Background: an optimization exercise with open tools, aiming at small area, a short achievable clock period and few clock cycles per item. Do not read the settings as production practice. RTL that was checked went through simulation tests only; none was proved equivalent to the original. For runs 1 to 3, only the layout was checked, not whether the RTL still works. No activity file was given, so power comes from the tool's default toggle rates.

==> design.v <==
`timescale 1ns / 1ps
`default_nettype none
package crrm_pkg;
    localparam int COUNT_BITS   = 32;
    localparam int FRAC_BITS    = 16;
    localparam int RATIO_BITS   = FRAC_BITS + 3;
    localparam int GAIN_BITS    = 16;
    localparam int PAGES_BITS   = 7;
    localparam int ADDR_BITS    = 5;
    localparam int DATA_BITS    = 32;
    localparam int INDEX_BITS   = 3;
    localparam int SLOW_GAIN_INIT   = 33;
    localparam int FAST_GAIN_INIT   = 3277;
    localparam int RATIO_LIMIT_INIT = 52429;
    localparam int WARMUP_INIT      = 64;
    localparam logic [INDEX_BITS-1:0] REG_RESET_ENABLE = 3'd0;
    localparam logic [INDEX_BITS-1:0] REG_SLOW_GAIN    = 3'd1;
    localparam logic [INDEX_BITS-1:0] REG_FAST_GAIN    = 3'd2;
    localparam logic [INDEX_BITS-1:0] REG_RATIO_LIMIT  = 3'd3;
    localparam logic [INDEX_BITS-1:0] REG_WARMUP_PAGES = 3'd4;
    localparam int DIV_K      = 2;
    localparam int DIV_CYC    = (RATIO_BITS + 1 + DIV_K - 1) / DIV_K;
    localparam int DIV_STEPS  = DIV_K * DIV_CYC;
    localparam int DIV_SHIFT  = DIV_STEPS - FRAC_BITS;
    localparam int REM_BITS   = COUNT_BITS + DIV_SHIFT + 1;
    localparam int MUL_B      = 6;
    localparam int MUL_CYC    = (GAIN_BITS + MUL_B - 1) / MUL_B;
endpackage
`default_nettype wire
`timescale 1ns / 1ps
`timescale 1ns / 1ps
`timescale 1ns / 1ps
`timescale 1ns / 1ps
`default_nettype none
module compression_ratio_reset_monitor_unit (
    input  wire logic                               aclk,
    input  wire logic                               aresetn,
    input  wire logic                               s_valid,
    output logic                                    s_ready,
    input  wire logic [63:0]                        s_data,
    output logic                                    m_valid,
    input  wire logic                               m_ready,
    output logic [57:0]                             m_data,
    input  wire logic                               psel,
    input  wire logic                               penable,
    input  wire logic                               pwrite,
    input  wire logic [crrm_pkg::ADDR_BITS-1:0]     paddr,
    input  wire logic [crrm_pkg::DATA_BITS-1:0]     pwdata,
    output logic [crrm_pkg::DATA_BITS-1:0]          prdata,
    output logic                                    pready
);
    localparam int RB  = crrm_pkg::RATIO_BITS;
    localparam int CB  = crrm_pkg::COUNT_BITS;
    localparam int GB  = crrm_pkg::GAIN_BITS;
    localparam int NS  = crrm_pkg::DIV_STEPS;
    localparam int NC  = crrm_pkg::DIV_CYC;
    localparam int SH  = crrm_pkg::DIV_SHIFT;
    localparam int W   = crrm_pkg::REM_BITS;
    localparam int MB  = crrm_pkg::MUL_B;
    localparam int MC  = crrm_pkg::MUL_CYC;
    localparam int DCB = $clog2(NC);
    localparam int MCB = $clog2(MC + 1);
    localparam int AW  = RB + MB;           
    localparam int TB  = RB + 4;            
    logic                              re_q;
    logic [GB-1:0]                     sg_q;
    logic [GB-1:0]                     fg_q;
    logic [RB-1:0]                     lim_q;
    logic [crrm_pkg::PAGES_BITS-1:0]   wu_q;
    logic [crrm_pkg::INDEX_BITS-1:0]   reg_index;
    logic                              cfg_write;
    assign pready    = 1'b1;
    assign reg_index = paddr[crrm_pkg::ADDR_BITS-1:2];
    assign cfg_write = psel && penable && pwrite;
    always_ff @(posedge aclk) begin
        if (!aresetn) begin
            re_q  <= 1'b0;
            sg_q  <= GB'(crrm_pkg::SLOW_GAIN_INIT);
            fg_q  <= GB'(crrm_pkg::FAST_GAIN_INIT);
            lim_q <= RB'(crrm_pkg::RATIO_LIMIT_INIT);
            wu_q  <= crrm_pkg::PAGES_BITS'(crrm_pkg::WARMUP_INIT);
        end else if (cfg_write) begin
            case (reg_index)
                crrm_pkg::REG_RESET_ENABLE: re_q  <= pwdata[0];
                crrm_pkg::REG_SLOW_GAIN:    sg_q  <= pwdata[GB-1:0];
                crrm_pkg::REG_FAST_GAIN:    fg_q  <= pwdata[GB-1:0];
                crrm_pkg::REG_RATIO_LIMIT:  lim_q <= pwdata[RB-1:0];
                crrm_pkg::REG_WARMUP_PAGES: wu_q  <= pwdata[crrm_pkg::PAGES_BITS-1:0];
                default: begin
                end
            endcase
        end
    end
    always_comb begin
        case (reg_index)
            crrm_pkg::REG_RESET_ENABLE: prdata = crrm_pkg::DATA_BITS'(re_q);
            crrm_pkg::REG_SLOW_GAIN:    prdata = crrm_pkg::DATA_BITS'(sg_q);
            crrm_pkg::REG_FAST_GAIN:    prdata = crrm_pkg::DATA_BITS'(fg_q);
            crrm_pkg::REG_RATIO_LIMIT:  prdata = crrm_pkg::DATA_BITS'(lim_q);
            crrm_pkg::REG_WARMUP_PAGES: prdata = crrm_pkg::DATA_BITS'(wu_q);
            default:                    prdata = '0;
        endcase
    end
    logic [1:0][CB-1:0]  raw_in_q;
    logic [1:0][CB-1:0]  raw_out_q;
    logic                la_q;          
    logic                zp_q;          
    logic [1:0][W-1:0]   rem_q;         
    logic [1:0][CB-1:0]  den_q;
    logic [1:0][NS-1:0]  quo_q;
    logic [1:0][DCB-1:0] dcnt_q;
    logic [1:0]          dbusy_q;       
    logic [1:0]          dspec_q;       
    logic [1:0]          qfull_q;       
    logic                qd_q;          
    logic [RB-1:0]   ratio_q;
    logic [RB-1:0]   sdiff_q;
    logic [RB-1:0]   fdiff_q;
    logic [RB-1:0]   sacc_q;
    logic [RB-1:0]   facc_q;
    logic            sup_q;
    logic            fup_q;
    logic            early_q;       
    logic            rgt_q;         
    logic [MCB-1:0]  mcnt_q;
    logic            mbusy_q;
    logic [RB-1:0]   savg_q;
    logic [RB-1:0]   favg_q;
    logic            clr_q;         
    logic [crrm_pkg::PAGES_BITS-1:0] pages_q;
    logic            mvalid_q;
    logic            ce_q;          
    assign m_valid = mvalid_q;
    assign m_data  = {ratio_q, savg_q, favg_q, clr_q};
    function automatic logic [W-1:0] add3(input logic [W-1:0] x,
                                          input logic [W-1:0] y,
                                          input logic [W-1:0] z);
        logic [W-1:0] sv;
        logic [W-1:0] cv;
        sv = x ^ y ^ z;
        cv = {((x[W-2:0] & y[W-2:0]) | (x[W-2:0] & z[W-2:0]) | (y[W-2:0] & z[W-2:0])), 1'b0};
        add3 = sv + cv;
    endfunction
    function automatic logic [W+1:0] div_step(input logic [W-1:0]  rem,
                                              input logic [CB-1:0] den);
        logic [W-1:0] dvs;
        logic [W-1:0] dvs_m;
        logic         dvs_c;
        logic [W-1:0] r1;
        logic [W-1:0] cand_n;
        logic [W-1:0] cand_p;
        logic [W-1:0] r2;
        dvs    = W'({den, SH'(0)});
        dvs_c  = !rem[W-1];
        dvs_m  = dvs ^ {W{dvs_c}};
        r1     = {rem[W-2:0], 1'b0} + dvs_m + W'(dvs_c);
        cand_n = add3({rem[W-3:0], dvs_c, 1'b1}, {dvs_m[W-2:0], 1'b0}, ~dvs);
        cand_p = add3({rem[W-3:0], dvs_c, 1'b0}, {dvs_m[W-2:0], 1'b0}, dvs);
        r2     = r1[W-1] ? cand_p : cand_n;
        div_step = {!r1[W-1], !r2[W-1], r2};
    endfunction
    logic [1:0][W+1:0] dstep;
    assign dstep[0] = div_step(rem_q[0], den_q[0]);
    assign dstep[1] = div_step(rem_q[1], den_q[1]);
    logic            nd;            
    logic            sd;            
    logic            m_free;
    logic            q_take;
    logic [1:0]      last_cyc;
    logic [1:0]      step_en;
    logic [1:0]      dload;
    logic            accept;
    logic            succ_acc;
    logic [NS-1:0]   quo_sel;
    logic [RB-1:0]   qratio;
    logic [CB-1:0]   prev_in;
    logic [CB-1:0]   prev_out;
    logic [CB-1:0]   ld_num;
    logic [CB-1:0]   ld_den;
    logic [RB-1:0]   eff_savg;
    logic [RB-1:0]   eff_favg;
    logic            warm;
    logic            early_clr;
    logic            qratio_gt;
    logic            commit;
    assign nd       = !la_q;
    assign sd       = qd_q;
    assign prev_in  = zp_q ? '0 : raw_in_q[la_q];
    assign prev_out = zp_q ? '0 : raw_out_q[la_q];
    assign ld_num   = s_data[CB-1:0] - prev_out;
    assign ld_den   = s_data[2*CB-1:CB] - prev_in;
    assign warm     = (pages_q >= wu_q);
    assign eff_savg = clr_q ? '0 : savg_q;
    assign eff_favg = clr_q ? '0 : favg_q;
    assign quo_sel  = quo_q[qd_q];
    assign qratio   = (|quo_sel[NS-1:RB]) ? {RB{1'b1}} : quo_sel[RB-1:0];
    assign m_free    = !mbusy_q && (!mvalid_q || m_ready);
    assign q_take    = qfull_q[qd_q] && m_free && !ce_q;
    assign qratio_gt = (qratio > lim_q);
    assign early_clr = re_q && warm && qratio_gt;
    assign s_ready   = dbusy_q[nd] && dspec_q[nd] && !qfull_q[nd] && !ce_q;
    assign accept    = s_valid && s_ready;
    assign succ_acc  = qfull_q[sd] || (dbusy_q[sd] && !dspec_q[sd]);
    assign commit    = mbusy_q && (mcnt_q == MCB'(MC));
    always_comb begin
        for (int i = 0; i < 2; i++) begin
            last_cyc[i] = (dcnt_q[i] == DCB'(NC - 1));
            step_en[i]  = dbusy_q[i] && !ce_q
                          && (!qfull_q[i] || (q_take && (qd_q == 1'(i))))
                          && !(dspec_q[i] && last_cyc[i]);
            dload[i]    = s_valid && !ce_q && (nd == 1'(i))
                          && (!dbusy_q[i] || (step_en[i] && last_cyc[i]));
        end
    end
    logic [AW-1:0]    ssum;
    logic [AW-1:0]    fsum;
    logic [RB-1:0]    snew;
    logic [RB-1:0]    fnew;
    logic             clr;
    logic [MB-1:0]    sg_chunk;
    logic [MB-1:0]    fg_chunk;
    logic [MB*(MC+1)-1:0] sg_ext;
    logic [MB*(MC+1)-1:0] fg_ext;
    logic             lt32;
    assign sg_ext   = (MB*(MC+1))'({sg_q, (MB*MC-GB)'(0)});
    assign fg_ext   = (MB*(MC+1))'({fg_q, (MB*MC-GB)'(0)});
    assign sg_chunk = sg_ext[MB*32'(mcnt_q) +: MB];
    assign fg_chunk = fg_ext[MB*32'(mcnt_q) +: MB];
    function automatic logic [2*AW-1:0] csa_a(input logic [AW-1:0] x,
                                              input logic [AW-1:0] y,
                                              input logic [AW-1:0] z,
                                              input logic          c0);
        csa_a = {((x[AW-2:0] & y[AW-2:0]) | (x[AW-2:0] & z[AW-2:0]) | (y[AW-2:0] & z[AW-2:0])), c0,
                 x ^ y ^ z};
    endfunction
    function automatic logic [AW-1:0] avg_alu(input logic          entry,
                                              input logic          last,
                                              input logic [RB-1:0] q,
                                              input logic [RB-1:0] avg,
                                              input logic [RB-1:0] acc,
                                              input logic [RB-1:0] d,
                                              input logic [MB-1:0] g,
                                              input logic          neg);
        logic [7:0][AW-1:0] o;
        logic               ci;
        logic [2*AW-1:0]    l1a;
        logic [2*AW-1:0]    l1b;
        logic [2*AW-1:0]    l2a;
        logic [2*AW-1:0]    l2b;
        logic [2*AW-1:0]    l3;
        logic [2*AW-1:0]    l4;
        o = '0;
        if (entry) begin
            o[0] = AW'(q);
            o[1] = ~(AW'(avg));
            ci   = 1'b1;
        end else if (last) begin
            o[0] = AW'(avg);
            o[1] = AW'(acc ^ {RB{neg}});
            ci   = neg;
        end else begin
            o[0] = AW'(acc);
            for (int k = 0; k < MB; k++) begin
                o[k+1] = g[k] ? (AW'(d) << k) : '0;
            end
            o[7] = neg ? AW'(g) : '0;
            ci   = 1'b0;
        end
        l1a = csa_a(o[0], o[1], o[2], ci);
        l1b = csa_a(o[3], o[4], o[5], 1'b0);
        l2a = csa_a(l1a[AW-1:0], l1a[2*AW-1:AW], l1b[AW-1:0], 1'b0);
        l2b = csa_a(l1b[2*AW-1:AW], o[6], o[7], 1'b0);
        l3  = csa_a(l2a[AW-1:0], l2a[2*AW-1:AW], l2b[AW-1:0], 1'b0);
        l4  = csa_a(l3[AW-1:0], l3[2*AW-1:AW], l2b[2*AW-1:AW], 1'b0);
        avg_alu = l4[AW-1:0] + l4[2*AW-1:AW];
    endfunction
    assign ssum = avg_alu(!mbusy_q, commit, qratio, eff_savg, sacc_q, sdiff_q, sg_chunk, !sup_q);
    assign fsum = avg_alu(!mbusy_q, commit, qratio, eff_favg, facc_q, fdiff_q, fg_chunk, !fup_q);
    assign snew = !warm ? ratio_q : ssum[RB-1:0];
    assign fnew = !warm ? ratio_q : fsum[RB-1:0];
    function automatic logic [2*TB-1:0] csa_t(input logic [TB-1:0] x,
                                              input logic [TB-1:0] y,
                                              input logic [TB-1:0] z,
                                              input logic          c0);
        csa_t = {((x[TB-2:0] & y[TB-2:0]) | (x[TB-2:0] & z[TB-2:0]) | (y[TB-2:0] & z[TB-2:0])), c0,
                 x ^ y ^ z};
    endfunction
    logic [TB-1:0]   t_fa;
    logic [TB-1:0]   t_fxa;
    logic [TB-1:0]   t_sxa;
    logic [TB-1:0]   t_fx;
    logic [TB-1:0]   t_sa;
    logic [TB-1:0]   t_sa2;
    logic [TB-1:0]   t_sx;
    logic [TB-1:0]   t_sx2;
    logic [2*TB-1:0] t1a;
    logic [2*TB-1:0] t1b;
    logic [2*TB-1:0] t2;
    logic [2*TB-1:0] t3;
    logic [TB-1:0]   t_sum;
    assign t_fa  = {3'b000, eff_favg, 1'b0};
    assign t_fxa = {4'b0000, facc_q} ^ {TB{!fup_q}};
    assign t_sxa = {4'b0000, sacc_q} ^ {TB{!sup_q}};
    assign t_fx  = {t_fxa[TB-2:0], 1'b0};
    assign t_sa  = ~{4'b0000, eff_savg};
    assign t_sa2 = ~{3'b000, eff_savg, 1'b0};
    assign t_sx  = ~t_sxa;
    assign t_sx2 = ~{t_sxa[TB-2:0], 1'b0};
    assign t1a   = csa_t(t_fa, t_fx, t_sa, !fup_q);
    assign t1b   = csa_t(t_sa2, t_sx, t_sx2, !fup_q);
    assign t2    = csa_t(t1a[TB-1:0], t1a[2*TB-1:TB], t1b[TB-1:0], sup_q);
    assign t3    = csa_t(t2[TB-1:0], t2[2*TB-1:TB], t1b[2*TB-1:TB], sup_q);
    assign t_sum = t3[TB-1:0] + t3[2*TB-1:TB] + TB'(sup_q);
    assign lt32  = !t_sum[TB-1];
    assign clr   = re_q && warm && (lt32 || rgt_q);
    always_ff @(posedge aclk) begin
        for (int i = 0; i < 2; i++) begin
            if (ce_q) begin
                if (succ_acc && (sd == 1'(i))) begin
                    rem_q[i] <= W'(raw_out_q[i]);
                    den_q[i] <= raw_in_q[i];
                end
            end else if (dload[i]) begin
                rem_q[i] <= W'(ld_num);
                den_q[i] <= ld_den;
            end else if (step_en[i]) begin
                rem_q[i] <= dstep[i][W-1:0];
            end
            if (step_en[i]) begin
                quo_q[i] <= {quo_q[i][NS-3:0], dstep[i][W+1:W]};
            end
            if (accept && (nd == 1'(i))) begin
                raw_in_q[i]  <= s_data[2*CB-1:CB];
                raw_out_q[i] <= s_data[CB-1:0];
            end
        end
        if (q_take) begin
            ratio_q <= qratio;
            rgt_q   <= qratio_gt;
            sup_q   <= !ssum[AW-1];
            fup_q   <= !fsum[AW-1];
            sdiff_q <= ssum[RB-1:0] ^ {RB{ssum[AW-1]}};
            fdiff_q <= fsum[RB-1:0] ^ {RB{fsum[AW-1]}};
            sacc_q  <= '0;
            facc_q  <= '0;
        end else if (mbusy_q && !commit) begin
            sacc_q  <= ssum[AW-1:MB];
            facc_q  <= fsum[AW-1:MB];
        end
        if (commit) begin
            savg_q <= snew;
            favg_q <= fnew;
        end
    end
    always_ff @(posedge aclk) begin
        if (!aresetn) begin
            la_q     <= 1'b1;
            zp_q     <= 1'b1;
            dbusy_q  <= '0;
            dspec_q  <= '0;
            qfull_q  <= '0;
            dcnt_q   <= '0;
            qd_q     <= 1'b0;
            mbusy_q  <= 1'b0;
            mcnt_q   <= '0;
            early_q  <= 1'b0;
            clr_q    <= 1'b1;
            pages_q  <= '0;
            mvalid_q <= 1'b0;
            ce_q     <= 1'b0;
        end else begin
            ce_q <= 1'b0;
            if (q_take) begin
                qfull_q[qd_q] <= 1'b0;
                qd_q          <= !qd_q;
            end
            if (ce_q) begin
                if (succ_acc) begin
                    dbusy_q[sd] <= 1'b1;
                    dspec_q[sd] <= 1'b0;
                    qfull_q[sd] <= 1'b0;
                    dcnt_q[sd]  <= '0;
                end else begin
                    zp_q        <= 1'b1;
                    dbusy_q[sd] <= 1'b0;
                end
            end else begin
                for (int i = 0; i < 2; i++) begin
                    if (step_en[i]) begin
                        dcnt_q[i] <= dcnt_q[i] + 1'b1;
                        if (last_cyc[i]) begin
                            qfull_q[i] <= 1'b1;
                            dbusy_q[i] <= 1'b0;
                        end
                    end
                    if (dbusy_q[i] && dspec_q[i] && !s_valid) begin
                        dbusy_q[i] <= 1'b0;
                    end
                    if (dload[i]) begin
                        dbusy_q[i] <= 1'b1;
                        dspec_q[i] <= 1'b1;
                        dcnt_q[i]  <= '0;
                    end
                end
                if (accept) begin
                    dspec_q[nd] <= 1'b0;
                    la_q        <= nd;
                    zp_q        <= 1'b0;
                end
            end
            if (q_take) begin
                mbusy_q <= 1'b1;
                mcnt_q  <= '0;
                early_q <= early_clr;
                if (early_clr) begin
                    ce_q <= 1'b1;
                end
            end else if (mbusy_q) begin
                mcnt_q <= mcnt_q + 1'b1;
            end
            if (commit) begin
                mbusy_q  <= 1'b0;
                mvalid_q <= 1'b1;
                clr_q    <= clr;
                if (clr) begin
                    pages_q <= '0;
                    if (!early_q) begin
                        ce_q <= 1'b1;
                    end
                end else if (pages_q != {crrm_pkg::PAGES_BITS{1'b1}}) begin
                    pages_q <= pages_q + 1'b1;
                end
            end else if (m_ready) begin
                mvalid_q <= 1'b0;
            end
        end
    end
endmodule
`default_nettype wire
==> run.sh <==
#!/bin/bash
# synth_recipe.tcl (not shown) runs the flow's synth.tcl, then flattens the netlist and writes it again
# the make line also repeats each setting of config.mk as NAME=value (left out here)
make -C /OpenROAD-flow-scripts/flow DESIGN_CONFIG=/design/flow/config.mk WORK_HOME=/design/flow/orfs CLKGATE_MAP_FILE= SYNTH_SCRIPT=/design/flow/synth_recipe.tcl finish
==> config.mk <==
export PLATFORM = sky130hd
export DESIGN_NAME = compression_ratio_reset_monitor_unit
export DESIGN_NICKNAME = compression_ratio_reset_monitor_unit
export VERILOG_FILES = /design/flow/design.v
export SDC_FILE = /design/flow/constraint.sdc
export NUM_CORES = 4
export LEC_CHECK = 0
export CAP_MARGIN = 20
export CORE_MARGIN = 2
export CORE_UTILIZATION = 40
export SETUP_SLACK_MARGIN = 4.0
export SLEW_MARGIN = 20
==> constraint.sdc <==
create_clock -name core_clock -period 9.0 [get_ports {aclk}]
set_input_delay 1.8000 -clock core_clock [delete_from_list [all_inputs] [get_ports {aclk}]]
set_output_delay 1.8000 -clock core_clock [all_outputs]
set_load 0.01 [all_outputs]
==> metrics.md, run 1 <==
| Metric | Value |
|---|---|
| Synth Area in XOR/XNOR | `0.0623` |
| Starting Density | `0.403` |
| Multi-input gate area | `35,600 um2` |
| Place WS | `1.42 ns` |
| Mean number of vias per cell | `5.49` |
| Layout area overhead | `21.0%` |
| Crit path capture type | `flip-flop` |
| Final Slew Violations | `0` |
| Drt first pass iters | `5` |
| Mapped cell area | `51,500 um2` |
| Peak VDD IR | `0.279 mV` |
| Fraction of layout cells with a size suffix above 1 | `0.141` |
| EDFF count, synth | `404` |
| Syn Inst Count | `5,612` |
| Total CTS buffers | `71` |
| Worst Slack Setup Final | `2.61 ns` |
| RSZ-0062 raised after global routing | `yes` |
| Fraction of registers with async set/reset | `0` |
| Vias in the first global route | `41,900` |
| Max Buffers Root-to-Sink | `3` |
| Post-Synth Adder-Cell Area | `0.260` |
| Register Area | `14,700 um2` |
| Die area | `132,000 um2` |
| Final Hold Fails | `0` |
| Worst Clk Skew | `0.0298 ns` |
| Compound-cell area share of the yosys netlist | `0.156` |
| Sequential share of the synthesized area | `0.286` |
| Max-Cap Viols | `0` |
| Synth Warn # | `1` |
| Post-route DRC | `0` |
| Top cells by area, synth | `edfxtp_1, fa_1, ha_1` |
| Post-CTS Hold Fix Bufs | `0` |
| Min-Delay Path Class | `reg2reg` |
| Initial antenna violation count | `8` |
| WL per Instance | `22.0 um` |
| Synth top area share | `0.236` |
| DRT antenna net count | `0` |
| CTS Sinks | `532` |
| Slew HR | `0.282` |
| Worst slew pin tran | `1.08 ns` |
| Largest net degree at the start of global routing | `155` |
| Setup_tns | `0 ns` |
| Port Buffer Count | `171` |
| First-pass GRT wire length | `250 mm` |
| Reg clk slew, reported paths | `0.05 ns` |
| Endpoints failing setup | `0` |
| Lkg Pwr | `26.5 nW` |
| I/O pins | `201` |
| Syn Area/Cell | `9.17 um2` |
| Die W | `363 um` |
| Filler cells | `11,700` |
| Global route overflow | `0` |
| Total Routing Usage GR | `0.248` |
| Layout Nets | `6,810` |
| FF+latch count, synth | `532` |
| Estimated wirelength of the detail-placed design | `122 mm` |
| Die height | `363 um` |
| Worst-Skew Late Latency | `0.67 ns` |
| Clock tree from TritonCTS | `yes` |
| Worst hold margin | `0.446 ns` |
| Iteration-0 DRC Markers | `2,934` |
| CP max FO | `11` |
| PwrDens | `269 nW/um2` |
| Post-Synth Simple-Gate Area | `0.134` |
| Final period util | `0.710` |
| Total Wirelength | `167 mm` |
| Post-synth cell types | `85` |
| Root Buffer | `clkbuf_16` |
| Routability cong. | `0.939` |
| Post-synth top flop | `edfxtp_1` |
| Status | `timing/DRC/antenna clean` |
| H-tree Lvls | `3` |
| Flop-to-flop setup slack | `2.61 ns` |
| CP required | `9.40 ns` |
| Arrival @ worst endpoint | `6.79 ns` |
| Startpoint types | `flip-flop` |
| Achievable Freq | `0.157 GHz` |
| Crit path kind | `reg2reg` |
| Row count | `131` |
| Leading area contributor after synthesis | `edfxtp_1` |
| Core Box Area | `128,000 um2` |
| Largest family of logic cells by synthesized area | `adder cells` |
| Mux cell area share after synthesis | `0.0273` |
| Final Critical Period | `6.39 ns` |
| Vias | `41,700` |
[cell type report]
type                       instances  area share
multi-input combinational       4090       0.571
sequential                       532       0.236
timing repair buffer             405      0.0718
inverter                         768      0.0467
tap                             1662      0.0334
clock buffer                      94      0.0327
clock inverter                    36     0.00699
timing repair inverter             5     0.00121
antenna                            4    0.000161
[what timing repair did]
| item | in CTS | in global routing |
|---|---|---|
| setup endpoints to repair | 204 | 155 |
| gates resized for setup | 363 | 249 |
| pin swaps | 87 | 97 |
| buffers inserted | 97 | 52 |
| gates cloned | 16 | 8 |
[final timing paths]
path	to	startpoint	depth (start not counted)
worst max-delay path	fdiff_q[6]	mcnt_q[0]	26
worst min-delay path	quo_q[34]	quo_q[32]	0
worst max register to register	fdiff_q[6]	mcnt_q[0]	26
worst min register to register	quo_q[34]	quo_q[32]	0
[cells in the mapped netlist, drive strengths merged (11+ instances only)]
master	number
ha	431
a21o	205
a211oi	28
mux2i	48
nand4	39
nor2	303
mux2	80
o221ai	17
o31ai	21
a21oi	287
a21boi	47
nor2b	59
nand2b	98
and2	23
nor3	55
a221oi	11
o22ai	20
fa	398
buf	39
xor2	121
o21bai	42
a31oi	30
dfxtp	128
a22oi	50
edfxtp	404
xnor2	245
a311oi	21
and3	31
o211ai	31
clkbuf	197
nand3	186
inv	764
a221o	22
or3	22
o21ai	272
o21a	37
nand2	652
[critical path, stage by stage (launching register included)]
cell      delay [ns]
dfxtp_4         0.36
buf_4           0.19
nor2b_4         0.07
buf_4           0.13
buf_4           0.14
a22oi_1         0.71
nor2_1          0.18
fa_2            0.44
fa_1            0.50
fa_1            0.42
ha_1            0.30
ha_2            0.17
inv_1           0.05
fa_2            0.35
nor2b_2         0.13
o21ai_2         0.08
a21o_1          0.24
a31oi_4         0.23
o21ai_4         0.08
o221ai_4        0.25
o41ai_4         0.10
o21bai_1        0.21
a21oi_2         0.13
xnor2_4         0.16
buf_12          0.15
buf_12          0.15
xor2_1          0.17
[layout by cell type, fill, tap and decap left out, drive strengths merged, types with 22 or more instances in the layout]
cell type	count
clkinv	25
and3	31
nand3	186
nand2	652
xnor2	245
nor3	55
fa	398
clkbuf	102
nand2b	98
mux2i	48
a221o	22
ha	431
a211oi	28
and2	23
a22oi	50
a21o	205
edfxtp	404
or3	22
o21a	37
nor2	303
inv	771
o211ai	31
a31oi	30
mux2	80
nand4	39
nor2b	59
xor2	121
dfxtp	128
clkdlybuf4s50	146
a21oi	287
o21bai	42
o21ai	272
buf	228
a21boi	47
[stage by stage]
stage	cell area, um2	power [mW]	utilization	std cells
floorplan	52000	10.4	-	5626
global placement	55200	12.7	0.433	7289
detailed placement	55200	12.8	0.433	7289
CTS	60600	16.3	0.474	7532
global route	62300	18.0	0.488	7594
finish	62300	16.8	0.488	7596
[metal layers]
metal	vias to the layer above	track usage	routed length, um
met5	-	0	62
met4	10	0.121	9400
met3	336	0.0350	8800
met2	1243	0.431	82000
met1	20500	0.301	66600
li1	19600	-	-
[registers in the layout, summed over array words and instances, names as in the netlist, 40 cells and up, named ones only]
signal / cells
rem_q: 74
den_q: 64
raw_in_q: 64
raw_out_q: 64
quo_q: 40
[cells by family (layout without fill, tap and decap cells)]
group | count (synthesis) | count (layout)
AND/OR/NAND/NOR | 1522 | 1522
adder cells (fa/ha/maj) | 830 | 830
XOR/XNOR | 366 | 366
other | 2 | 20
buffers and inverters | 1004 | 1308
multiplexers | 129 | 129
AO/OA/AOI/OAI | 1227 | 1227
flip-flops | 532 | 532
[power by group]
part / leakage, nW / internal (mW) / switching [mW]
clock: 1.21 / 1.85 / 1.18
combinational: 20.5 / 4.45 / 6.09
sequential: 4.74 / 3.03 / 0.162
==> run 2: changes to the inputs <==
--- a/design.v
+++ b/design.v
@@ -233,51 +233,42 @@
         csa_a = {((x[AW-2:0] & y[AW-2:0]) | (x[AW-2:0] & z[AW-2:0]) | (y[AW-2:0] & z[AW-2:0])), c0,
                  x ^ y ^ z};
     endfunction
-    function automatic logic [AW-1:0] avg_alu(input logic          entry,
-                                              input logic          last,
-                                              input logic [RB-1:0] q,
-                                              input logic [RB-1:0] avg,
-                                              input logic [RB-1:0] acc,
-                                              input logic [RB-1:0] d,
-                                              input logic [MB-1:0] g,
-                                              input logic          neg);
+    function automatic logic [AW-1:0] mul_step(input logic [RB-1:0] acc,
+                                               input logic [RB-1:0] d,
+                                               input logic [MB-1:0] g,
+                                               input logic          neg);
         logic [7:0][AW-1:0] o;
-        logic               ci;
         logic [2*AW-1:0]    l1a;
         logic [2*AW-1:0]    l1b;
         logic [2*AW-1:0]    l2a;
         logic [2*AW-1:0]    l2b;
         logic [2*AW-1:0]    l3;
         logic [2*AW-1:0]    l4;
-        o = '0;
-        if (entry) begin
-            o[0] = AW'(q);
-            o[1] = ~(AW'(avg));
-            ci   = 1'b1;
-        end else if (last) begin
-            o[0] = AW'(avg);
-            o[1] = AW'(acc ^ {RB{neg}});
-            ci   = neg;
-        end else begin
-            o[0] = AW'(acc);
-            for (int k = 0; k < MB; k++) begin
-                o[k+1] = g[k] ? (AW'(d) << k) : '0;
-            end
-            o[7] = neg ? AW'(g) : '0;
-            ci   = 1'b0;
+        o[0] = AW'(acc);
+        for (int k = 0; k < MB; k++) begin
+            o[k+1] = g[k] ? (AW'(d) << k) : '0;
         end
-        l1a = csa_a(o[0], o[1], o[2], ci);
+        o[7] = neg ? AW'(g) : '0;
+        l1a = csa_a(o[0], o[1], o[2], 1'b0);
         l1b = csa_a(o[3], o[4], o[5], 1'b0);
         l2a = csa_a(l1a[AW-1:0], l1a[2*AW-1:AW], l1b[AW-1:0], 1'b0);
         l2b = csa_a(l1b[2*AW-1:AW], o[6], o[7], 1'b0);
         l3  = csa_a(l2a[AW-1:0], l2a[2*AW-1:AW], l2b[AW-1:0], 1'b0);
         l4  = csa_a(l3[AW-1:0], l3[2*AW-1:AW], l2b[2*AW-1:AW], 1'b0);
-        avg_alu = l4[AW-1:0] + l4[2*AW-1:AW];
+        mul_step = l4[AW-1:0] + l4[2*AW-1:AW];
     endfunction
-    assign ssum = avg_alu(!mbusy_q, commit, qratio, eff_savg, sacc_q, sdiff_q, sg_chunk, !sup_q);
-    assign fsum = avg_alu(!mbusy_q, commit, qratio, eff_favg, facc_q, fdiff_q, fg_chunk, !fup_q);
-    assign snew = !warm ? ratio_q : ssum[RB-1:0];
-    assign fnew = !warm ? ratio_q : fsum[RB-1:0];
+    logic [RB:0] sd_raw;
+    logic [RB:0] fd_raw;
+    logic [RB:0] sadd;
+    logic [RB:0] fadd;
+    assign ssum = mul_step(sacc_q, sdiff_q, sg_chunk, !sup_q);
+    assign fsum = mul_step(facc_q, fdiff_q, fg_chunk, !fup_q);
+    assign sd_raw = {1'b0, qratio} - {1'b0, eff_savg};
+    assign fd_raw = {1'b0, qratio} - {1'b0, eff_favg};
+    assign sadd = {eff_savg, 1'b1} + {sacc_q ^ {RB{!sup_q}}, !sup_q};
+    assign fadd = {eff_favg, 1'b1} + {facc_q ^ {RB{!fup_q}}, !fup_q};
+    assign snew = !warm ? ratio_q : sadd[RB:1];
+    assign fnew = !warm ? ratio_q : fadd[RB:1];
     function automatic logic [2*TB-1:0] csa_t(input logic [TB-1:0] x,
                                               input logic [TB-1:0] y,
                                               input logic [TB-1:0] z,
@@ -337,10 +328,10 @@
         if (q_take) begin
             ratio_q <= qratio;
             rgt_q   <= qratio_gt;
-            sup_q   <= !ssum[AW-1];
-            fup_q   <= !fsum[AW-1];
-            sdiff_q <= ssum[RB-1:0] ^ {RB{ssum[AW-1]}};
-            fdiff_q <= fsum[RB-1:0] ^ {RB{fsum[AW-1]}};
+            sup_q   <= !sd_raw[RB];
+            fup_q   <= !fd_raw[RB];
+            sdiff_q <= sd_raw[RB-1:0] ^ {RB{sd_raw[RB]}};
+            fdiff_q <= fd_raw[RB-1:0] ^ {RB{fd_raw[RB]}};
             sacc_q  <= '0;
             facc_q  <= '0;
         end else if (mbusy_q && !commit) begin
==> run 2 against run 1 <==
- die area increased by 2.8%
- register-to-register slack improved by 0.71 ns
- sequential power decreased by 5%
- total power decreased by 14%
- fmax increased by 12%
- sequential share of layout area increased by 0.21 points
- non-clock buffer count decreased by 49
- synthesized area increased by 2.8%
- sequential cell count unchanged
- combinational power decreased by about 20%
==> metrics.md, run 2 <==
| Metric | Value |
|---|---|
| Layout area overhead | `16.7%` |
| I/O pins | `201` |
| Synth top area share | `0.229` |
| Estimated wirelength of the detail-placed design | `123 mm` |
| Syn Inst Count | `5,736` |
| Worst Clk Skew | `0.0437 ns` |
| Sequential share of power | `0.211` |
| Largest Register | `rem_q` |
| Commonest cells in the netlist | `inv_1, nand2_1, ha_1, edfxtp_1, fa_1` |
| Most frequent cells in the layout | `inv_1, nand2_1, ha_1` |
| Drt first pass iters | `5` |
| Post-route DRC | `0` |
| Worst r2r src | `mcnt_q[1]` |
| Worst slew pin tran | `0.964 ns` |
| Core Box Area | `131,000 um2` |
| Syn Area/Cell | `9.22 um2` |
| Crit path capture type | `flip-flop` |
| Commonest non-fill, non-tap cell in the layout | `inv_1` |
| Total Routing Usage GR | `0.236` |
| First-pass GRT wire length | `246 mm` |
| RSZ-0062 raised after global routing | `yes` |
| RR Endpoint | `sacc_q[18]` |
| Crit path kind | `reg2reg` |
| H-tree Lvls | `3` |
| Die area | `135,000 um2` |
| Final period util | `0.631` |
| Final Hold Fails | `0` |
| Die height | `368 um` |
| Status | `timing/DRC/antenna clean` |
| Starting Density | `0.403` |
| Worst-Skew Late Latency | `0.68 ns` |
| Post-Synth Simple-Gate Area | `0.139` |
| Lkg Pwr | `27.4 nW` |
| Initial antenna violation count | `25` |
| Largest family of logic cells by synthesized area | `adder cells` |
| Root Buffer | `clkbuf_16` |
| Fraction of layout cells with a size suffix above 1 | `0.106` |
| Int Power | `8.10 mW` |
| Post-synth cell types | `99` |
| Largest stage delay, worst path | `0.56 ns` |
| CP max FO | `8` |
| WL per Instance | `20.7 um` |
| Achievable Freq | `0.176 GHz` |
| Final Critical Period | `5.68 ns` |
| Peak VDD IR | `0.275 mV` |
| Total Wirelength | `162 mm` |
| Synth Area in XOR/XNOR | `0.0672` |
| Row count | `133` |
| Critical hold path startpoint | `early_q` |
| Total CTS buffers | `68` |
| Switching pwr | `6.28 mW` |
| Placed Area | `56,700 um2` |
| Endpoints failing setup | `0` |
| Layout Nets | `7,001` |
| Vias | `42,000` |
| Clock network fraction of design power | `0.208` |
| Post-CTS Hold Fix Bufs | `0` |
| CP dominant cell by count | `a21o_1` |
| Leading area contributor after synthesis | `edfxtp_1` |
| Flop-to-flop setup slack | `3.32 ns` |
| Post-synth top flop | `edfxtp_1` |
| Reg2Reg Depth | `23` |
| Max-Cap Viols | `0` |
| Port Buffer Count | `171` |
| Largest net degree at the start of global routing | `83` |
| CP required | `9.60 ns` |
| Met2 Resource Use GR | `0.398` |
| CTS Sinks | `532` |
| Arrival @ worst endpoint | `6.28 ns` |
| Finished Cell Area | `61,800 um2` |
| Register Area | `14,700 um2` |
| Iteration-0 DRC Markers | `3,306` |
| Compound-cell area share of the yosys netlist | `0.146` |
| Worst hold margin | `0.445 ns` |
| Routability cong. | `0.958` |
| Sw frac | `0.437` |
| CP Cell Sequence | `buf_6, mux2i_4, o21ai_4, buf_12, and2_4, fa_1, inv_1, fa_1, fa_2, inv_2, ha_4, ha_4, a21o_1, a2111o_1, o21a_4, a21oi_4, o22a_1, o21a_2, a31oi_4, a21o_1, a21o_1, a2111o_1, nand3_1` |
| Vias in the first global route | `41,800` |
| Multi-input gate area | `35,600 um2` |
| Max Buffers Root-to-Sink | `3` |
| Top cells by area, synth | `edfxtp_1, fa_1, ha_1` |
| Top-count cell post-synth | `inv_1` |
| Final Slew Violations | `0` |
| GR Util met1 | `0.316` |
| Sequential share of the synthesized area | `0.278` |
| Synth Warn # | `1` |
| Slew HR | `0.357` |
| Setup_tns | `0 ns` |
| Filler cells | `12,400` |
| Reg clk slew, reported paths | `0.06 ns` |
| WHS Endpoint | `ce_q` |
| Die W | `368 um` |
| Min-Delay Path Class | `reg2reg` |
| Clock tree from TritonCTS | `yes` |
| Gr busiest metal | `met2` |
| EDFF count, synth | `404` |
| DRT antenna net count | `0` |
| Mux cell area share after synthesis | `0.0250` |
| Logic pwr share | `0.581` |
| Fraction of registers with async set/reset | `0` |
| Global route overflow | `0` |
| Hold depth | `1` |
| Mean number of vias per cell | `5.36` |
| PwrDens | `233 nW/um2` |
| Post-Synth Adder-Cell Area | `0.267` |
| Critical path's slowest cell | `fa_2` |
| Max reg flops | `74` |
| Met3 Resource Use GR | `0.0332` |
| Mapped cell area | `52,900 um2` |
| FF+latch count, synth | `532` |
| Startpoint types | `flip-flop` |
[run 2: cell types whose count changed after synthesis, moves of 63 or more]
cell      change
nand3_1     -103
and2_1      +126
inv_1       +125
clkbuf_1     -63
mux2i_1      +63
ha_1         +70
[run 2: power by group through the flow]
stage	Sequential, mW	Clock, mW	Combinational, mW
after CTS	3.03	3.04	8.07
after detailed placement	3.09	0	7.79
final	3.03	2.99	8.35
after floorplan	3.05	0	5.73
after global placement	3.09	0	7.71
after global routing	3.05	3.13	9.20
[run 2: metrics by stage]
stage | setup WS, ns | total power [mW] | util | instances
after floorplan | 3.57 | 8.77 | - | 5748
after global placement | 2.30 | 10.8 | 0.432 | 7549
after detailed placement | 2.23 | 10.9 | 0.432 | 7549
after CTS | 3.29 | 14.1 | 0.464 | 7768
after global routing | 3.17 | 15.4 | 0.470 | 7819
final | 3.32 | 14.4 | 0.470 | 7824
[run 2: critical path, delay by kind of cell, from the launching register on]
| family | cells | cell delay [ns] |
|---|---|---|
| adder cells (fa/ha/maj) | 5 | 2.00 |
| AND/OR/NAND/NOR | 2 | 0.23 |
| flip-flops | 1 | 0.42 |
| multiplexers | 1 | 0.24 |
| buffers and inverters | 4 | 0.39 |
| AO/OA/AOI/OAI | 11 | 2.32 |
[run 2: per-layer routing]
metal / part of all wire / up-vias
li1: - / 19900
met1: 0.44 / 20700
met2: 0.48 / 1155
met3: 0.062 / 201
met4: 0.026 / 0
met5: 0 / -
[run 2: timing repair]
| action | 4_1_cts | 5_1_grt |
|---|---|---|
| pin swaps | 92 | 72 |
| setup endpoints to repair | 166 | 118 |
| setup buffers | 84 | 41 |
| gates resized for setup | 252 | 125 |
| hold endpoints to repair | 0 | 0 |
| cloned | 10 | 1 |
[run 2: kinds of logic (layout without fill, tap and decap cells)]
| logic type | count (synthesis) | count (layout) |
|---|---|---|
| other cells | 2 | 28 |
| fa+ha+maj | 894 | 894 |
| mux | 130 | 130 |
| compound gates | 1187 | 1188 |
| xor+xnor | 406 | 406 |
| buf+inv | 1066 | 1372 |
| simple gates | 1519 | 1519 |
| flops | 532 | 532 |
[run 2: worst max path at each step]
stage              start  cells past startpoint  slack, ns    endpoint
2_1_floorplan  mcnt_q[1]                     24       3.57  sacc_q[18]
3_3_place_gp   mcnt_q[1]                     21       2.30  sacc_q[18]
3_5_place_dp   mcnt_q[1]                     21       2.23  sacc_q[18]
4_1_cts        mcnt_q[1]                     23       3.29  sacc_q[18]
5_1_grt        mcnt_q[1]                     23       3.17  sacc_q[18]
6_report       mcnt_q[1]                     23       3.32  sacc_q[18]
[run 2: layout make-up]
class,count,share of cell area
clock buffers,82,0.0298
multi-input cells,4151,0.577
flip-flops and latches,532,0.238
inverters,891,0.0543
repair buffers,356,0.0552
clock inverters,43,0.00916
well taps,1755,0.0356
diodes,14,0.000567
==> run 3: changes to the inputs <==
--- a/config.mk
+++ b/config.mk
@@ -7,6 +7,6 @@
 export LEC_CHECK = 0
 export CAP_MARGIN = 20
 export CORE_MARGIN = 2
-export CORE_UTILIZATION = 40
+export CORE_UTILIZATION = 60
 export SETUP_SLACK_MARGIN = 4.0
 export SLEW_MARGIN = 20
==> run 3 against run 2 <==
- combinational power down 2.8%
- setup slack got worse by 0.047 ns
- sequential power is essentially flat
- core utilization grew 23 points
- die area decreased by 33%
- clock power fell by 17%
- cell area fell by 1.5%
- largest cell class unchanged
==> metrics.md, run 3 <==
| Metric | Value |
|---|---|
| Status | `timing/DRC/antenna clean` |
| Total Routing Usage GR | `0.343` |
| CP required | `9.48 ns` |
| Port Buffer Count | `171` |
| Arrival @ worst endpoint | `6.21 ns` |
| Endpoints failing setup | `0` |
| Largest net degree at the start of global routing | `164` |
| Drt first pass iters | `6` |
| Slew HR | `0.250` |
| Largest Register | `rem_q` |
| Max reg flops | `74` |
| WL per Instance | `21.8 um` |
| I/O pins | `201` |
| Starting Density | `0.608` |
| Most frequent cells in the layout | `inv_1, nand2_1, ha_1` |
| Multi-input gate area | `35,800 um2` |
| Worst slew pin tran | `1.12 ns` |
| H-tree Lvls | `2` |
| Final period util | `0.636` |
| Leading area contributor after synthesis | `edfxtp_1` |
| Min-Delay Path Class | `reg2reg` |
| Total Wirelength | `157 mm` |
| Iteration-0 DRC Markers | `3,073` |
| Syn Inst Count | `5,736` |
| EDFF count, synth | `404` |
| Register Area | `14,700 um2` |
| Final Critical Period | `5.73 ns` |
| Fin util | `0.699` |
| Vias | `42,200` |
| Achievable Freq | `0.175 GHz` |
| First-pass GRT wire length | `238 mm` |
| Crit path kind | `reg2reg` |
| Vias in the first global route | `41,900` |
| PwrDens | `224 nW/um2` |
| Mapped cell area | `52,900 um2` |
| Filler cells | `6,935` |
| Synth Warn # | `1` |
| FF+latch count, synth | `532` |
| Initial antenna violation count | `7` |
| Die W | `301 um` |
| Crit path capture type | `flip-flop` |
| Post-synth cell types | `99` |
| RSZ-0062 raised after global routing | `yes` |
| Final Slew Violations | `0` |
| Layout Nets | `6,989` |
| Post-route DRC | `0` |
| Commonest non-fill, non-tap cell in the layout | `inv_1` |
| Row count | `108` |
| Max Buffers Root-to-Sink | `3` |
| Max-Cap Viols | `0` |
| Setup_tns | `0 ns` |
| Reg clk slew, reported paths | `0.06 ns` |
| Post-synth top flop | `edfxtp_1` |
| Estimated wirelength of the detail-placed design | `118 mm` |
| Worst-Skew Late Latency | `0.69 ns` |
| Root Buffer | `clkbuf_16` |
| Die height | `301 um` |
| Worst Clk Skew | `0.0564 ns` |
| Total CTS buffers | `60` |
| Top cells by area, synth | `edfxtp_1, fa_1, ha_1` |
| Clock tree from TritonCTS | `yes` |
| Lkg Pwr | `27.4 nW` |
| CP max FO | `7` |
| Global route overflow | `0` |
| Peak VDD IR | `0.346 mV` |
| Final Hold Fails | `0` |
| DRT antenna net count | `0` |
| Synth top area share | `0.229` |
| Die area | `90,600 um2` |
| Fraction of layout cells with a size suffix above 1 | `0.106` |
| Core Box Area | `87,000 um2` |
| Post-CTS Hold Fix Bufs | `0` |
| Startpoint types | `flip-flop` |
| Syn Area/Cell | `9.22 um2` |
| Top-count cell post-synth | `inv_1` |
| Sequential share of the synthesized area | `0.278` |
| Fraction of registers with async set/reset | `0` |
| Layout area overhead | `15.0%` |
| Commonest cells in the netlist | `inv_1, nand2_1, ha_1, edfxtp_1, fa_1` |
| Routability cong. | `0.930` |
| Mean number of vias per cell | `5.86` |
| CTS Sinks | `532` |
-- run 3: worst max-delay path: stages (launching register included) --
cell	delay, ns
dfxtp_4	0.38
buf_6	0.14
nor2b_4	0.13
a22o_4	0.22
buf_12	0.15
and2_4	0.16
fa_1	0.52
inv_2	0.04
fa_1	0.48
fa_1	0.53
fa_1	0.51
inv_2	0.05
ha_4	0.22
a2111o_1	0.38
o21a_4	0.23
buf_6	0.12
a211o_1	0.33
a21oi_2	0.18
nor2b_1	0.07
nor2_1	0.15
nor2b_1	0.07
or3_1	0.30
nand3_1	0.09
a21oi_1	0.07
-- run 3: metal layers --
layer | share of wire | global-route usage | vias up
met5 | 0 | 0 | -
met4 | 0.059 | 0.179 | 0
met3 | 0.050 | 0.0321 | 327
met2 | 0.50 | 0.605 | 1304
met1 | 0.39 | 0.415 | 20700
li1 | - | - | 19900
-- run 3: stage by stage --
step / setup WS (ns) / power, mW / instances / hold WS (ns) / instance area (um2)
5_1_grt: 3.12 / 14.6 / 7196 / 0.456 / 60900
3_5_place_dp: 2.33 / 10.7 / 6946 / 0.434 / 55900
4_1_cts: 3.23 / 13.3 / 7155 / 0.443 / 59700
6_report: 3.27 / 13.6 / 7199 / 0.441 / 60900
3_3_place_gp: 2.38 / 10.7 / 6946 / 0.430 / 55900
2_1_floorplan: 3.57 / 8.77 / 5748 / 0.419 / 53100
-- run 3: worst paths after layout --
check                           startpoint         to  slack [ns]  depth (start not counted)
worst max-delay path             mcnt_q[1]  sacc_q[8]        3.27                         23
worst min-delay path               early_q       ce_q        0.44                          1
worst max register to register   mcnt_q[1]  sacc_q[8]        3.27                         23
worst min register to register     early_q       ce_q        0.44                          1
-- run 3: where the power goes --
| part | switching (mW) | total, mW | internal (mW) | leakage (nW) |
|---|---|---|---|---|
| clock | 1.11 | 2.48 | 1.38 | 0.958 |
| combinational | 4.82 | 8.12 | 3.30 | 21.7 |
| sequential | 0.0971 | 3.03 | 2.93 | 4.72 |
-- run 3: area by class of cell --
| cell class | count | share of cell area |
|---|---|---|
| Multi-Input combinational cell | 4150 | 0.588 |
| Sequential cell | 532 | 0.242 |
| Timing Repair Buffer | 353 | 0.0591 |
| Inverter | 891 | 0.0550 |
| Clock buffer | 87 | 0.0284 |
| Tap cell | 1155 | 0.0237 |
| Clock inverter | 26 | 0.00401 |
| Antenna cell | 5 | 0.000206 |
-- run 3: kinds of logic (layout without fill, tap and decap cells) --
group	after synthesis	in the layout	synth area share
xor+xnor	406	406	0.0672
mux	130	130	0.0250
buf+inv	1066	1357	0.0773
fa+ha+maj	894	894	0.267
other cells	2	19	0.000142
flops	532	532	0.278
compound gates	1187	1187	0.146
simple gates	1519	1519	0.139
-- run 3: what timing repair did --
| action | CTS | global route |
|---|---|---|
| pin swaps | 84 | 101 |
| setup buffers | 86 | 37 |
| setup endpoints to repair | 139 | 115 |
| gates resized for setup | 220 | 159 |
| endpoints found under the hold margin | 0 | 0 |
| cloned | 10 | 2 |
==> run 4: changes to the inputs <==
--- a/design.v
+++ b/design.v
@@ -219,13 +219,19 @@
     logic             clr;
     logic [MB-1:0]    sg_chunk;
     logic [MB-1:0]    fg_chunk;
-    logic [MB*(MC+1)-1:0] sg_ext;
-    logic [MB*(MC+1)-1:0] fg_ext;
+    logic [MB-1:0]    sg_next;
+    logic [MB-1:0]    fg_next;
+    logic [MB-1:0]    sgc_q;
+    logic [MB-1:0]    fgc_q;
+    logic [MB*(MC+2)-1:0] sg_ext;
+    logic [MB*(MC+2)-1:0] fg_ext;
     logic             lt32;
-    assign sg_ext   = (MB*(MC+1))'({sg_q, (MB*MC-GB)'(0)});
-    assign fg_ext   = (MB*(MC+1))'({fg_q, (MB*MC-GB)'(0)});
-    assign sg_chunk = sg_ext[MB*32'(mcnt_q) +: MB];
-    assign fg_chunk = fg_ext[MB*32'(mcnt_q) +: MB];
+    assign sg_ext   = (MB*(MC+2))'({sg_q, (MB*MC-GB)'(0)});
+    assign fg_ext   = (MB*(MC+2))'({fg_q, (MB*MC-GB)'(0)});
+    assign sg_chunk = sgc_q;
+    assign fg_chunk = fgc_q;
+    assign sg_next  = q_take ? sg_ext[MB-1:0] : sg_ext[MB*(32'(mcnt_q) + 1) +: MB];
+    assign fg_next  = q_take ? fg_ext[MB-1:0] : fg_ext[MB*(32'(mcnt_q) + 1) +: MB];
     function automatic logic [2*AW-1:0] csa_a(input logic [AW-1:0] x,
                                               input logic [AW-1:0] y,
                                               input logic [AW-1:0] z,
@@ -342,6 +348,8 @@
             savg_q <= snew;
             favg_q <= fnew;
         end
+        sgc_q <= sg_next;
+        fgc_q <= fg_next;
     end
     always_ff @(posedge aclk) begin
         if (!aresetn) begin
--- a/config.mk
+++ b/config.mk
@@ -7,6 +7,6 @@
 export LEC_CHECK = 0
 export CAP_MARGIN = 20
 export CORE_MARGIN = 2
-export CORE_UTILIZATION = 60
-export SETUP_SLACK_MARGIN = 4.0
+export CORE_UTILIZATION = 40
+export SETUP_SLACK_MARGIN = 3.5
 export SLEW_MARGIN = 20
==> run 4 against run 3 <==
- combinational power up 24%
- highest routed layer is now met5
- die area grew 51%
- sequential power rose by 7.3%
- count of clock-buffer cells in the layout fell by 7
==> metrics.md, run 4 <==
| Metric | Value |
|---|---|
| Status | `timing/DRC/antenna clean` |
| Logic pwr share | `0.623` |
| Final Critical Period | `5.45 ns` |
| Die area | `136,000 um2` |
| Int Power | `8.89 mW` |
| Min-Delay Path Class | `reg2reg` |
| Die W | `369 um` |
| Worst hold margin | `0.451 ns` |
| Vias in the first global route | `41,300` |
| Switching pwr | `7.38 mW` |
| H-tree Lvls | `3` |
| Worst r2r src | `sup_q` |
| Sequential share of the synthesized area | `0.280` |
| Final period util | `0.605` |
| Iteration-0 DRC Markers | `2,869` |
| Routability cong. | `0.906` |
| Filler cells | `12,800` |
| Leading area contributor after synthesis | `edfxtp_1` |
| Total power draw | `16.3 mW` |
| Syn Area/Cell | `9.20 um2` |
| Reg clk slew, reported paths | `0.06 ns` |
| Arrival @ worst endpoint | `3.65 ns` |
| Layout Cells excl Fill | `7,754` |
| Fraction of layout cells with a size suffix above 1 | `0.0565` |
| # diodes | `0` |
| Total Wirelength | `155 mm` |
| Syn Inst Count | `5,800` |
| Flop-to-flop setup slack | `3.65 ns` |
| Total Routing Usage GR | `0.226` |
| Commonest cells in the netlist | `inv_1, nand2_1, ha_1, edfxtp_1, fa_1` |
| CP required | `7.20 ns` |
| Synth top area share | `0.227` |
| Die height | `369 um` |
| Layout area overhead | `12.0%` |
| Achievable Freq | `0.184 GHz` |
| Largest Register | `rem_q` |
| Worst slew pin tran | `1.08 ns` |
| Post-synth cell types | `95` |
| Critical hold path startpoint | `quo_q[22]` |
| Global route overflow | `0` |
| FF+latch count, synth | `544` |
| Post-route DRC | `0` |
| Hold depth | `0` |
| Max reg flops | `74` |
| Drt first pass iters | `6` |
| Synth Warn # | `1` |
| Final Hold Fails | `0` |
| I/O pins | `201` |
| WHS Endpoint | `quo_q[24]` |
| Most frequent cells in the layout | `inv_1, nand2_1, ha_1` |
| Post-CTS Hold Fix Bufs | `0` |
| Total CTS buffers | `68` |
| CTS Sinks | `544` |
| Mean number of vias per cell | `5.31` |
| Commonest non-fill, non-tap cell in the layout | `inv_1` |
| Max Buffers Root-to-Sink | `3` |
| First-pass GRT wire length | `239 mm` |
| Crit path capture type | `primary output` |
| RR Endpoint | `pages_q[0]` |
| Lkg Pwr | `26.4 nW` |
| Vias | `41,100` |
| CP max FO | `27` |
| RSZ-0062 raised after global routing | `yes` |
| Endpoints failing setup | `0` |
| Port Buffer Count | `171` |
| Post-synth top flop | `edfxtp_1` |
| Core Box Area | `133,000 um2` |
| Root Buffer | `clkbuf_16` |
| Placed cell count | `7,614` |
| Sw frac | `0.454` |
| Crit path kind | `in2out` |
| Top-count cell post-synth | `inv_1` |
| Max-Cap Viols | `0` |
| Clock tree from TritonCTS | `yes` |
| Sequential share of power | `0.200` |
| Clock network fraction of design power | `0.177` |
| Setup_tns | `0 ns` |
| Estimated wirelength of the detail-placed design | `122 mm` |
| DRT antenna net count | `0` |
| Worst Clk Skew | `0.0266 ns` |
| Startpoint types | `input pin` |
| Final Slew Violations | `0` |
| WL per Instance | `20.0 um` |
| Fraction of registers with async set/reset | `0` |
| Top cells by area, synth | `edfxtp_1, fa_1, ha_1` |
| Reg2Reg Depth | `17` |
| Initial antenna violation count | `5` |
| Starting Density | `0.401` |
| Slew HR | `0.271` |
| Peak VDD IR | `0.338 mV` |
| Row count | `134` |
| Mapped cell area | `53,400 um2` |
| Layout Nets | `6,942` |
| EDFF count, synth | `404` |
| PwrDens | `272 nW/um2` |
| Worst-Skew Late Latency | `0.67 ns` |
| Largest net degree at the start of global routing | `82` |
run 4: per-layer routing:
metal / up-vias / share of wire / wire, um / global-route usage
li1: 19800 / - / - / -
met1: 20100 / 0.41 / 64200 / 0.279
met2: 996 / 0.50 / 78000 / 0.404
met3: 242 / 0.039 / 5960 / 0.0230
met4: 6 / 0.043 / 6590 / 0.0903
met5: - / 0.00027 / 42 / 0
run 4: worst max-delay path, stage by stage:
cell and delay, ns:
clkdlybuf4s50_1 0.47, buf_6 0.28, nand2b_2 0.19, o22ai_1 0.29
clkdlybuf4s50_1 0.60
run 4: how the worst max path moves through the flow:
stage	startpoint	end	slack, ns	depth (start not counted)
2_1_floorplan	s_valid	raw_in_q[32]	3.72	3
3_3_place_gp	paddr[2]	prdata[4]	2.70	6
3_5_place_dp	paddr[2]	prdata[4]	2.73	6
4_1_cts	fgc_q[2]	facc_q[17]	3.47	17
5_1_grt	sdiff_q[7]	sacc_q[18]	3.47	19
6_report	paddr[3]	prdata[2]	3.55	5
run 4: timing repair:
action                                  CTS  global route
buffers inserted                          7            10
endpoints found under the hold margin     0             0
endpoints found under the setup margin   44            48
cloned                                    1             0
resized for setup                        37            35
pin swaps                                 2             6
run 4: metrics by stage:
step           setup slack (ns)  instance area (um2)  utilization
2_1_floorplan              3.72                53400            -
3_3_place_gp               2.70                57000        0.429
3_5_place_dp               2.73                57000        0.429
4_1_cts                    3.47                59500        0.448
5_1_grt                    3.47                59800        0.449
6_report                   3.55                59800        0.449
run 4: kinds of logic (layout without fill, tap and decap cells):
kind of cell,Yosys count,after routing,synth area share
mux,126,126,0.0239
buf+inv,1084,1258,0.0777
other cells,2,14,0.000141
xor+xnor,422,422,0.0693
simple gates,1472,1472,0.133
flops,544,544,0.280
compound gates,1247,1247,0.150
fa+ha+maj,903,903,0.266
run 4: layout make-up:
class,instances,area (um2),share of cell area
clock buffer,80,1860,0.0312
clock inverter,42,437,0.00731
inverter,896,3360,0.0563
multi-input combinational,4184,34600,0.579
sequential,544,15000,0.251
tap,1768,2210,0.0370
timing repair buffer,240,2310,0.0387
run 4: power groups by stage:
stage	Combinational, mW	Clock, mW	Sequential (mW)
6_report	10.1	2.88	3.25
5_1_grt	11.4	3.01	3.27
4_1_cts	10.1	2.93	3.25
3_5_place_dp	10.0	0	3.30
3_3_place_gp	9.86	0	3.30
2_1_floorplan	7.50	0	3.22
Testbench counts of run 4, summed over its fixed seeds: cycles 10,001, items 1,920.
==> run 5: changes to the inputs <==
--- a/config.mk
+++ b/config.mk
@@ -5,8 +5,9 @@
 export SDC_FILE = /design/flow/constraint.sdc
 export NUM_CORES = 4
 export LEC_CHECK = 0
+export ABC_AREA = 1
 export CAP_MARGIN = 20
 export CORE_MARGIN = 2
 export CORE_UTILIZATION = 40
-export SETUP_SLACK_MARGIN = 3.5
+export SETUP_SLACK_MARGIN = 4.0
 export SLEW_MARGIN = 20
==> run 5 against run 4 <==
- sequential power grew 4%
- critical path depth grew 2
- cell area rose by 11%
- count of clock-buffer cells in the layout rose by 11
- fmax is 9.2% higher
- clock power hardly changed
- synthesized cell count grew 43%
- die area increased by 12%
- synthesized area rose by 12%
==> metrics.md, run 5 <==
| Metric | Value |
|---|---|
| Status | `timing/DRC/antenna clean` |
| Lkg Pwr | `32.8 nW` |
| Achievable Freq | `0.200 GHz` |
| Post-synth cell types | `59` |
| Placed Area | `63,700 um2` |
| WL per Instance | `20.5 um` |
| Total CTS buffers | `68` |
| Crit path capture type | `primary output` |
| Final Hold Fails | `0` |
| CP max FO | `10` |
| Reg clk slew, reported paths | `0.06 ns` |
| Routability cong. | `0.973` |
| Top cells by area, synth | `edfxtp_1, fa_1, nand2_1` |
| Syn Inst Count | `8,310` |
| Clock tree from TritonCTS | `yes` |
| Root Buffer | `clkbuf_16` |
| CTS Sinks | `544` |
| Final Critical Period | `4.99 ns` |
| Worst slew pin tran | `1.05 ns` |
| Crit path kind | `in2out` |
| Synth Warn # | `1` |
| Layout area overhead | `10.5%` |
| Max Buffers Root-to-Sink | `3` |
| Largest Register | `rem_q` |
| Vias in the first global route | `52,800` |
| Commonest cells in the netlist | `nand2_1, inv_1, nor2_1, ha_1, a21oi_1` |
| Fraction of registers with async set/reset | `0` |
| Finished Cell Area | `66,200 um2` |
| Syn Area/Cell | `7.21 um2` |
| Max reg flops | `74` |
| Initial antenna violation count | `17` |
| Mean number of vias per cell | `5.20` |
| Max-Cap Viols | `0` |
| Fraction of layout cells with a size suffix above 1 | `0.0338` |
| EDFF count, synth | `404` |
| Largest net degree at the start of global routing | `76` |
| Total Routing Usage GR | `0.278` |
| H-tree Lvls | `3` |
| Post-route DRC | `0` |
| Sequential share of the synthesized area | `0.249` |
| Iteration-0 DRC Markers | `4,856` |
| Final Slew Violations | `0` |
| Vias | `54,300` |
| Global route overflow | `0` |
| Min-Delay Path Class | `reg2reg` |
| Die height | `391 um` |
| Starting Density | `0.402` |
| I/O pins | `201` |
| Synth top area share | `0.202` |
| PwrDens | `318 nW/um2` |
| Estimated wirelength of the detail-placed design | `175 mm` |
| Fin util | `0.444` |
| Die area | `153,000 um2` |
| Most frequent cells in the layout | `nand2_1, inv_1, nor2_1` |
| Total Wirelength | `214 mm` |
| Startpoint types | `input pin` |
| Arrival @ worst endpoint | `3.19 ns` |
| Leading area contributor after synthesis | `edfxtp_1` |
| Final period util | `0.555` |
| Layout Nets | `9,446` |
| Top-count cell post-synth | `nand2_1` |
| CP required | `7.20 ns` |
| Commonest non-fill, non-tap cell in the layout | `nand2_1` |
| Row count | `142` |
| DRT antenna net count | `0` |
| Mapped cell area | `59,900 um2` |
| Port Buffer Count | `171` |
| Slew HR | `0.289` |
| RSZ-0062 raised after global routing | `yes` |
| Drt first pass iters | `6` |
| Peak VDD IR | `0.267 mV` |
| Endpoints failing setup | `0` |
| Die W | `391 um` |
| FF+latch count, synth | `544` |
| Setup_tns | `0 ns` |
| Core Box Area | `149,000 um2` |
| Worst Clk Skew | `0.0181 ns` |
| Worst-Skew Late Latency | `0.66 ns` |
| First-pass GRT wire length | `321 mm` |
| Post-synth top flop | `edfxtp_1` |
-- run 5: cell types whose count changed in the layout (fill, tap and decap cells not counted), sizes merged, moves of 172 or more --
cell / previous run / this run
o21ai: 249 / 421
nand2: 570 / 2067
inv: 902 / 1725
xnor2: 299 / 86
nor2: 244 / 688
nand3: 73 / 518
-- run 5: kinds of logic after synthesis --
logic type	count (synthesis)	share of synthesized area
other cells	2	0.000125
fa+ha+maj	900	0.236
buf+inv	1900	0.122
flops	544	0.249
xor+xnor	296	0.0445
compound gates	1166	0.107
simple gates	3502	0.241
-- run 5: path summary, 6_finish.rpt --
check,end,start,cells after the start,slack (ns)
max,prdata[18],paddr[3],7,4.01
max reg2reg,pages_q[2],fup_q,23,4.30
min,quo_q[35],quo_q[33],0,0.44
min reg2reg,quo_q[35],quo_q[33],0,0.44
-- run 5: through the flow --
step | std cells | worst slack, ns | power [mW] | hold slack [ns]
floorplan | 8322 | 4.21 | 13.8 | 0.426
global placement | 10300 | 2.37 | 18.0 | 0.432
detailed placement | 10300 | 2.66 | 18.1 | 0.436
CTS | 10400 | 4.00 | 21.1 | 0.447
global route | 10400 | 3.94 | 23.2 | 0.453
finish | 10400 | 4.01 | 21.1 | 0.445
-- run 5: what timing repair did --
action | 4_1_cts | 5_1_grt
setup buffers | 8 | 1
pin swaps | 2 | 1
resized for setup | 67 | 37
gates cloned | 0 | 1
hold buffers | 0 | 0
endpoints found under the setup margin | 32 | 92
-- run 5: area by class of cell --
type                            instances  area, um2
Multi-Input combinational cell       5878      38000
Clock buffer                           91       1890
Inverter                             1726       6510
Clock inverter                         32        355
Timing Repair Buffer                  220       2100
Sequential cell                       544      15000
Fill cell                           15400      83000
Tap cell                             1944       2430
Antenna cell                            7       17.5
-- run 5: worst max-delay path: stages --
cell,delay (ns)
clkdlybuf4s15_2,0.25
inv_4,0.06
nor3_4,0.17
buf_6,0.18
inv_8,0.07
nor2_1,0.09
clkdlybuf4s50_1,0.54
-- run 5: layer usage --
metal | share of wire | global-route usage
met4 | 0.035 | 0.0872
met5 | 0.00019 | 0
met1 | 0.44 | 0.375
met3 | 0.063 | 0.0329
met2 | 0.47 | 0.463
-- run 5: power by group --
part | internal [mW] | switching, mW | total [mW]
Combinational | 5.07 | 9.76 | 14.8
Clock | 1.66 | 1.21 | 2.87
Sequential | 3.10 | 0.272 | 3.37
Total | 9.83 | 11.2 | 21.1
==> run 6: changes to the inputs <==
--- a/config.mk
+++ b/config.mk
@@ -5,7 +5,6 @@
 export SDC_FILE = /design/flow/constraint.sdc
 export NUM_CORES = 4
 export LEC_CHECK = 0
-export ABC_AREA = 1
 export CAP_MARGIN = 20
 export CORE_MARGIN = 2
 export CORE_UTILIZATION = 40
==> run 6 against run 5 <==
- sequential power is 3% lower
- largest power group unchanged
- clock skew up 0.028 ns
- still clean
- clock power about the same
==> metrics.md, run 6 <==
| Metric | Value |
|---|---|
| Port Buffer Count | `171` |
| Filler cells | `12,600` |
| Post-route DRC | `0` |
| Crit path kind | `reg2reg` |
| Vias | `42,100` |
| Clock tree from TritonCTS | `yes` |
| Vias in the first global route | `41,200` |
| Row count | `134` |
| Top cells by area, synth | `edfxtp_1, fa_1, ha_1` |
| Reg2Reg Depth | `18` |
| Post-synth top flop | `edfxtp_1` |
| Sequential share of the synthesized area | `0.280` |
| Synth Warn # | `1` |
| Peak VDD IR | `0.339 mV` |
| Finished Cell Area | `61,600 um2` |
| Synth top area share | `0.227` |
| Layout Nets | `7,020` |
| Max reg flops | `74` |
| Logic pwr share | `0.630` |
| Fraction of layout cells with a size suffix above 1 | `0.0946` |
| DRT antenna net count | `0` |
| Syn Area/Cell | `9.20 um2` |
| WL per Instance | `20.5 um` |
| Arrival @ worst endpoint | `5.62 ns` |
| First-pass GRT wire length | `239 mm` |
| CP max FO | `4` |
| Drt first pass iters | `7` |
| Post-synth cell types | `95` |
| Worst Slack Setup Final | `3.89 ns` |
| Die area | `136,000 um2` |
| Sw frac | `0.452` |
| Final Hold Fails | `0` |
| Max-Cap Viols | `0` |
| Hold depth | `0` |
| Status | `timing/DRC/antenna clean` |
| Startpoint types | `flip-flop` |
| Commonest cells in the netlist | `inv_1, nand2_1, ha_1, edfxtp_1, fa_1` |
| Total Wirelength | `161 mm` |
| Crit path capture type | `flip-flop` |
| Leading area contributor after synthesis | `edfxtp_1` |
| Int Power | `9.09 mW` |
| CTS Sinks | `544` |
| Critical hold path startpoint | `quo_q[15]` |
| Die height | `369 um` |
| Commonest non-fill, non-tap cell in the layout | `inv_1` |
| Root Buffer | `clkbuf_16` |
| H-tree Lvls | `3` |
| CP required | `9.51 ns` |
| PwrDens | `269 nW/um2` |
==> run 6: cell count changes after synthesis, moves of 205 or more <==
cell / change
nand3_1: -437
nor2_1: -441
xnor2_1: +215
inv_1: -813
o21ai_0: -205
nand2_1: -1483
==> run 6: timing repair <==
action | 4_1_cts | 5_1_grt
hold buffers | 0 | 0
pin swaps | 35 | 88
cloned | 4 | 7
setup buffers | 39 | 49
setup endpoints to repair | 220 | 182
endpoints found under the hold margin | 0 | 0
resized for setup | 187 | 145
==> run 6: worst max-delay path by stage <==
stage	slack [ns]	to	startpoint
finish	3.89	facc_q[17]	fdiff_q[5]
global route	3.66	facc_q[17]	fdiff_q[2]
CTS	3.87	facc_q[17]	fdiff_q[5]
detailed placement	2.35	rem_q[38]	m_ready
global placement	2.44	rem_q[37]	m_ready
floorplan	4.00	sacc_q[18]	sgc_q[2]
==> run 6: cells by family after synthesis <==
kind of cell    count (synthesis)  share of synthesized area
compound gates               1247                      0.150
xor+xnor                      422                     0.0693
fa+ha+maj                     903                      0.266
buf+inv                      1084                     0.0777
flops                         544                      0.280
mux                           126                     0.0239
other cells                     2                   0.000141
simple gates                 1472                      0.133
==> run 6: metrics by stage <==
step	std cells	hold slack, ns
4_1_cts	7780	0.446
3_3_place_gp	7606	0.430
2_1_floorplan	5812	0.420
6_report	7838	0.447
5_1_grt	7836	0.455
3_5_place_dp	7609	0.433
==> run 6: power by group through the flow <==
stage	clock, mW	sequential (mW)	combinational, mW
detailed placement	0	3.31	9.82
finish	2.86	3.27	10.5
CTS	2.91	3.26	10.1
global placement	0	3.30	9.70
floorplan	0	3.22	7.51
global route	3.00	3.30	11.7
==> run 6: worst max-delay path: stages (launching register included) <==
cell,delay [ns]
edfxtp_1,0.45
and2_4,0.18
fa_1,0.51
inv_2,0.04
fa_1,0.48
fa_1,0.50
inv_1,0.05
fa_1,0.44
ha_2,0.19
or3_1,0.36
a311o_1,0.31
o211ai_1,0.24
a211oi_2,0.18
o21ai_2,0.28
a31oi_4,0.15
a21oi_2,0.18
nor2b_1,0.06
o311ai_1,0.24
o22ai_1,0.11
==> run 6: layout make-up <==
type / count / area [um2] / share of cell area
Antenna cell: 2 / 5.00 / 0.0000812
Clock buffer: 97 / 1990 / 0.0322
Clock inverter: 31 / 307 / 0.00497
Inverter: 896 / 3370 / 0.0546
Multi-Input combinational cell: 4186 / 35700 / 0.579
Sequential cell: 544 / 15000 / 0.243
Tap cell: 1768 / 2210 / 0.0359
Timing Repair Buffer: 313 / 3090 / 0.0502
Timing Repair inverter: 1 / 7.51 / 0.000122
==> run 6: metal layers <==
layer	GRT usage	wire, um
met2	0.400	79300
met5	0	63
met3	0.0279	7700
met1	0.282	65800
met4	0.0943	7830

Check on run 6: ideal ports give 3.890 ns setup slack; a clkbuf_16 on the clock port and buf_2 on the inputs give 3.890 ns; moving port delays by the midpoint clock arrival (0.726 ns) as well gives 3.407 ns.
